Background: an optimization exercise with open tools, aiming at small area. Do not read the settings as production practice. Where RTL was checked, it was by simulation tests only, not by an equivalence proof against the original.

==> pepper: inputs <==
Design sprite_compositor, start of the top module:
module sprite_compositor #(
  parameter int unsigned         NUM_OBJ  = 4,
  parameter int unsigned         COORD_W  = 10,
  parameter int unsigned         COLOR_W  = 24,
  parameter logic [COLOR_W-1:0]  BG_COLOR = '0
) (
  input  logic                         clk_i,
  input  logic                         reset_i,
  input  logic [COORD_W-1:0]           pixel_x_i,
  input  logic [COORD_W-1:0]           pixel_y_i,
  input  logic                         display_enable_i,
  input  logic                         frame_start_i,
  input  logic                         color_mode_i,
  input  logic [NUM_OBJ*COORD_W-1:0]   obj_x_i,
  input  logic [NUM_OBJ*COORD_W-1:0]   obj_y_i,
  input  logic [NUM_OBJ*COORD_W-1:0]   obj_w_i,
  input  logic [NUM_OBJ*COORD_W-1:0]   obj_h_i,
  input  logic [NUM_OBJ-1:0]           obj_circle_i,
  input  logic [NUM_OBJ*COLOR_W-1:0]   obj_color_i,
  input  logic [NUM_OBJ-1:0]           obj_en_i,
  output logic [COLOR_W-1:0]           rgb_o,
  output logic                         rgb_valid_o,
  output logic [NUM_OBJ-1:0]           hit_o,
  output logic [NUM_OBJ-1:0]           overlap_flags_o
);
export LEC_CHECK = 0
export CAP_MARGIN = 20
export CORE_MARGIN = 2
export CORE_UTILIZATION = 65
export CTS_CLUSTER_DIAMETER = 100
export CTS_CLUSTER_SIZE = 24
export GPL_TIMING_DRIVEN = 0
export PLACE_DENSITY = 0.75
export SLEW_MARGIN = 20
export SYNTH_HIERARCHICAL = 1
export SYNTH_MINIMUM_KEEP_SIZE = 0
create_clock -name core_clock -period 9.0 [get_ports {clk_i}]
standard.sh (not shown) runs the stock make flow with config.mk's settings and CLKGATE_MAP_FILE= SYNTH_SCRIPT=/design/flow/synth_recipe.tcl, a recipe that flattens the netlist after the stock synthesis.
==> flow/flow/run.sh <==
#!/bin/bash
# The standard layout, with plain buf_1 cells as the port buffers
# (instead of the default choice, clkdlybuf4s50_1).
set -euo pipefail
export BUFFER_PORTS_ARGS="-buffer_cell sky130_fd_sc_hd__buf_1"
bash standard.sh > standard.log 2>&1
==> lagoon (differences from pepper) <==
--- a/flow/config.mk
+++ b/flow/config.mk
@@ -8,9 +8,10 @@
 export CAP_MARGIN = 20
 export CORE_MARGIN = 2
-export CORE_UTILIZATION = 65
+export CORE_UTILIZATION = 85
 export CTS_CLUSTER_DIAMETER = 100
 export CTS_CLUSTER_SIZE = 24
 export GPL_TIMING_DRIVEN = 0
-export PLACE_DENSITY = 0.75
+export PLACE_DENSITY = 0.92
+export SETUP_SLACK_MARGIN = 0.1
 export SLEW_MARGIN = 20
 export SYNTH_HIERARCHICAL = 1
==> qor summary <==
Run status: lagoon did not finish; pepper finished clean
Failing step: lagoon 5_1_grt; pepper -
Worst slack at placement: lagoon -1.19 ns; pepper -1.26 ns
Most instantiated library cell after synthesis: lagoon fa_1; pepper fa_1
Post-detailed-placement cell area: lagoon 34000 sq um; pepper 34200 sq um
Placed wire-length estimate after detailed placement: lagoon 75.5 mm; pepper 65.9 mm
Number of levels in the clock H-tree: lagoon 1; pepper 1
Instance count after placement with tap cells included: lagoon 3504; pepper 3694
Number of gates resized after CTS: lagoon 26; pepper 6
Root Driver: lagoon clkbuf_16; pepper clkbuf_16
Routability-driven placement congestion ratio: lagoon 1.01; pepper 0.936
Largest area contributor in the netlist: lagoon fa_1; pepper fa_1
Std cell rows: lagoon 71; pepper 81
Area share of the largest cell type after synthesis: lagoon 33.1%; pepper 33.1%
Post-synthesis share of cell area spent on and, or, nand and nor gates: lagoon 13.2%; pepper 13.2%
Die outline height: lagoon 198 um; pepper 226 um
Effective utilization at floorplan: lagoon 85.6%; pepper 65.5%
Netlist area before placement: lagoon 31900 sq um; pepper 31900 sq um
Clock sink count: lagoon 367; pepper 367
Multiplexer fraction of the synthesized cell area: lagoon 0.329%; pepper 0.329%
EDFF count, synth: lagoon 268; pepper 268
Setup Fix Bufs, Post-CTS: lagoon 4; pepper 2
Sequential-to-total area share from yosys stat: lagoon 31.6%; pepper 31.6%
Total number of yosys warnings: lagoon 7; pepper 7
Die width: lagoon 198 um; pepper 226 um
Post-synthesis area per instance: lagoon 11.8 sq um; pepper 11.8 sq um

---

==> inputs of run a <==
Another version of the RTL of sprite_compositor (not shown whole).
==> flow/config.mk <==
export PLATFORM = sky130hd
export DESIGN_NAME = sprite_compositor
export DESIGN_NICKNAME = sprite_compositor
export VERILOG_FILES = /design/flow/design.v
export SDC_FILE = /design/flow/constraint.sdc
export NUM_CORES = 4
export LEC_CHECK = 0
export CAP_MARGIN = 20
export CORE_MARGIN = 2
export CORE_UTILIZATION = 40
export SLEW_MARGIN = 20
==> flow/constraint.sdc <==
create_clock -name core_clock -period 9.0 [get_ports {clk_i}]
set_input_delay 1.8000 -clock core_clock [delete_from_list [all_inputs] [get_ports {clk_i}]]
set_output_delay 1.8000 -clock core_clock [all_outputs]
set_load 0.01 [all_outputs]
==> flow/flow/run.sh <==
#!/bin/bash
# Standard layout, unchanged.
set -e
bash standard.sh > standard.log 2>&1
==> run b (differences from run a) <==
==> flow/run.sh (new file) <==
#!/bin/bash
# synth_recipe.tcl (not shown) runs the flow's synth.tcl, then flattens the netlist and writes it again
# the make line also repeats each setting of config.mk as NAME=value (left out here)
make -C /OpenROAD-flow-scripts/flow DESIGN_CONFIG=/design/flow/config.mk WORK_HOME=/design/flow/orfs CLKGATE_MAP_FILE= SYNTH_SCRIPT=/design/flow/synth_recipe.tcl finish
- CORE_UTILIZATION: 40 -> 65
- GPL_TIMING_DRIVEN: default -> 0
- PLACE_DENSITY: default -> 0.75
removed: flow/flow/run.sh
removed: flow/standard.sh
==> run c (differences from run a) <==
==> flow/run.sh (new file) <==
#!/bin/bash
# synth_recipe.tcl (not shown) runs the flow's synth.tcl, then flattens the netlist and writes it again
# the make line also repeats each setting of config.mk as NAME=value (left out here)
make -C /OpenROAD-flow-scripts/flow DESIGN_CONFIG=/design/flow/config.mk WORK_HOME=/design/flow/orfs CLKGATE_MAP_FILE= SYNTH_SCRIPT=/design/flow/synth_recipe.tcl finish
removed: flow/flow/run.sh
removed: flow/standard.sh
==> results.json <==
{
  "min-delay-start": "hit1_q[0]",
  "crit_arrival_ns": 9.33,
  "die_area_um2": 56200,
  "stdcell_count": 4536,
  "grt_use_met2_pct": 58.7,
  "cts_buffers": 41,
  "status": "complete, no violations",
  "r2r_end": "rgb1_q[20]",
  "viasPerCell": 5.87
}
(the above is from run b)
==> results.json <==
{
  "placed_cells": 5115,
  "stdcell_count": 5213,
  "status": "complete, no violations",
  "cts_buffers": 43,
  "reg_top3": "sh_color_q: 96 flops, sh_x_q: 44 flops, sh_y_q: 44 flops",
  "grt_use_met2_pct": 38.4,
  "synth_simple_gate_area_share_pct": 11.9,
  "die_area_um2": 90700,
  "min-delay-start": "rgb1_q[4]"
}
(the above is from run c)
==> results.json <==
{
  "yosys-top-cells-area": "fa_1 (30%), edfxtp_1 (23%), ha_1 (8.8%), inv_1 (7.7%), nand2_1 (3.6%)",
  "status": "complete, no violations",
  "r2r_end": "rgb1_q[9]",
  "cts_buffers": 43,
  "crit_arrival_ns": 9.28,
  "viasPerCell": 4.97,
  "die_area_um2": 90700,
  "stdcell_count": 5213,
  "grt_use_met2_pct": 38.4
}
(the above is from run a)

---

==> 07-17 <==
sprite_compositor, a different RTL version from the one above (not shown whole).
Settings: LEC_CHECK=0, CAP_MARGIN=20, CORE_MARGIN=2, CORE_UTILIZATION=65, GPL_TIMING_DRIVEN=0, PLACE_DENSITY=0.75, SETUP_SLACK_MARGIN=0.1, SLEW_MARGIN=20, SYNTH_HIERARCHICAL=1, SYNTH_MINIMUM_KEEP_SIZE=0; clock period 9.0 ns.
==> flow/flow/run.sh <==
#!/bin/bash
# The standard layout, with plain buf_1 cells as the port buffers
# (instead of the default choice, clkdlybuf4s50_1).
set -euo pipefail
export BUFFER_PORTS_ARGS="-buffer_cell sky130_fd_sc_hd__buf_1"
bash standard.sh > standard.log 2>&1
==> inputs of 11-06, as changes to 07-17 <==
- SETUP_SLACK_MARGIN: 0.1 -> unset
==> notes.md <==
- 11-06 went through all stages and came out clean. 07-17 completed without violations.
- In 11-06 the clock skew is higher than in 07-17, by 3.6 ps.
- Non-clock buffer count: 07-17 is higher than 11-06 (3).
- Via count: 07-17 is higher than 11-06 (about 0.3%).
- Critical path depth: 11-06 is lower than 07-17 (1).
- In register-to-register slack, 07-17 and 11-06 hardly differ.
- In cell count, 07-17 and 11-06 hardly differ.
- Final area is about the same in 07-17 and 11-06.
- Routed wire length is about the same in 07-17 and 11-06.

---

==> trial 10: inputs <==
Another version of the RTL of sprite_compositor (not shown whole).
Design sprite_compositor, start of the top module:
module sprite_compositor #(
  parameter int unsigned         NUM_OBJ  = 4,
  parameter int unsigned         COORD_W  = 10,
  parameter int unsigned         COLOR_W  = 24,
  parameter logic [COLOR_W-1:0]  BG_COLOR = '0
) (
  input  logic                         clk_i,
  input  logic                         reset_i,
  input  logic [COORD_W-1:0]           pixel_x_i,
  input  logic [COORD_W-1:0]           pixel_y_i,
  input  logic                         display_enable_i,
  input  logic                         frame_start_i,
  input  logic                         color_mode_i,
  input  logic [NUM_OBJ*COORD_W-1:0]   obj_x_i,
  input  logic [NUM_OBJ*COORD_W-1:0]   obj_y_i,
  input  logic [NUM_OBJ*COORD_W-1:0]   obj_w_i,
  input  logic [NUM_OBJ*COORD_W-1:0]   obj_h_i,
  input  logic [NUM_OBJ-1:0]           obj_circle_i,
  input  logic [NUM_OBJ*COLOR_W-1:0]   obj_color_i,
  input  logic [NUM_OBJ-1:0]           obj_en_i,
  output logic [COLOR_W-1:0]           rgb_o,
  output logic                         rgb_valid_o,
  output logic [NUM_OBJ-1:0]           hit_o,
  ...
Settings: LEC_CHECK=0, CAP_MARGIN=20, CORE_MARGIN=2, CORE_UTILIZATION=65, GPL_TIMING_DRIVEN=0, PLACE_DENSITY=0.75, SETUP_SLACK_MARGIN=0.1, SLEW_MARGIN=20, SYNTH_HIERARCHICAL=1, SYNTH_MINIMUM_KEEP_SIZE=0; clock period 9.0 ns.
Scripts as last shown in full above: flow/flow/run.sh
==> trial 91 (differences from trial 10) <==
Settings changed: SETUP_SLACK_MARGIN 0.1 to not set.
==> impl_metrics.env <==
export IMPL_ctsResizeCount=194
export IMPL_cp_endpoint="rgb1_q[22]"
export IMPL_finalSetupViolCount=7
export IMPL_via_per_inst=5.932
export IMPL_status="finished with violations"
export IMPL_cp_depth=34
export IMPL_setup_slack_ns=-0.03267
export IMPL_so_faults="negative setup slack"
export IMPL_drt_iter0_drc=1443
[end of results for trial 10]
==> impl_metrics.env <==
export IMPL_ctsResizeCount=144
export IMPL_drt_iter0_drc=1420
export IMPL_so_faults="negative setup slack"
export IMPL_via_per_inst=5.954
export IMPL_cp_endpoint="rgb1_q[14]"
export IMPL_finalSetupViolCount=24
export IMPL_setup_slack_ns=-0.07780
export IMPL_status="finished with violations"
export IMPL_cp_depth=31
[end of results for trial 91]
No functional check of the RTL was part of any run of this note.

## static timing again, ports no longer ideal
The flow's constraints put no driver on any port. The routed layouts listed below were extracted and timed again, unchanged, in two steps. Step 1 sets driving cells, clkbuf_16 on the clock port and buf_2 on the other inputs (assumed; they add their load-dependent delay and slew). Step 2 also shifts input and output timing later by t, the mid clock arrival at the registers, as if the neighbouring blocks saw the same clock. a / b / c = ideal ports / drivers / drivers and shift; a / b = the first two.
run	shift t [ns]	setup slack, ns	hold slack, ns	worst setup path after step 2	worst data-port slew with drivers (ns)
pepper	0.617	0.105 / 0.138 / -0.479	0.321 / 0.321 / 0.321	input to register	0.12
run a	0.640	0.170 / 0.203 / -0.437	0.325 / 0.325 / 0.325	input to register	0.16
run b	0.623	0.149 / 0.187 / -0.436	0.319 / 0.319 / 0.319	input to register	0.13
run c	0.640	0.170 / 0.203 / -0.437	0.325 / 0.325 / 0.325	input to register	0.16
07-17	0.653	0.333 / 0.374 / -0.279	0.325 / 0.325 / 0.325	input to register	0.12
11-06	0.649	0.195 / 0.232 / -0.416	0.325 / 0.325 / 0.325	input to register	0.12
trial 10	0.649	-0.033 / -0.011 / -0.660	0.322 / 0.322 / 0.322	input to register	0.12
trial 91	0.623	-0.078 / -0.051 / -0.674	0.322 / 0.322 / 0.322	input to register	0.12
Met with ideal ports but missed after step 2: setup timing in 6 of these runs. The setup slack of trial 10, which loses most, moves by +0.022 ns with the drivers and by -0.627 ns with both steps.
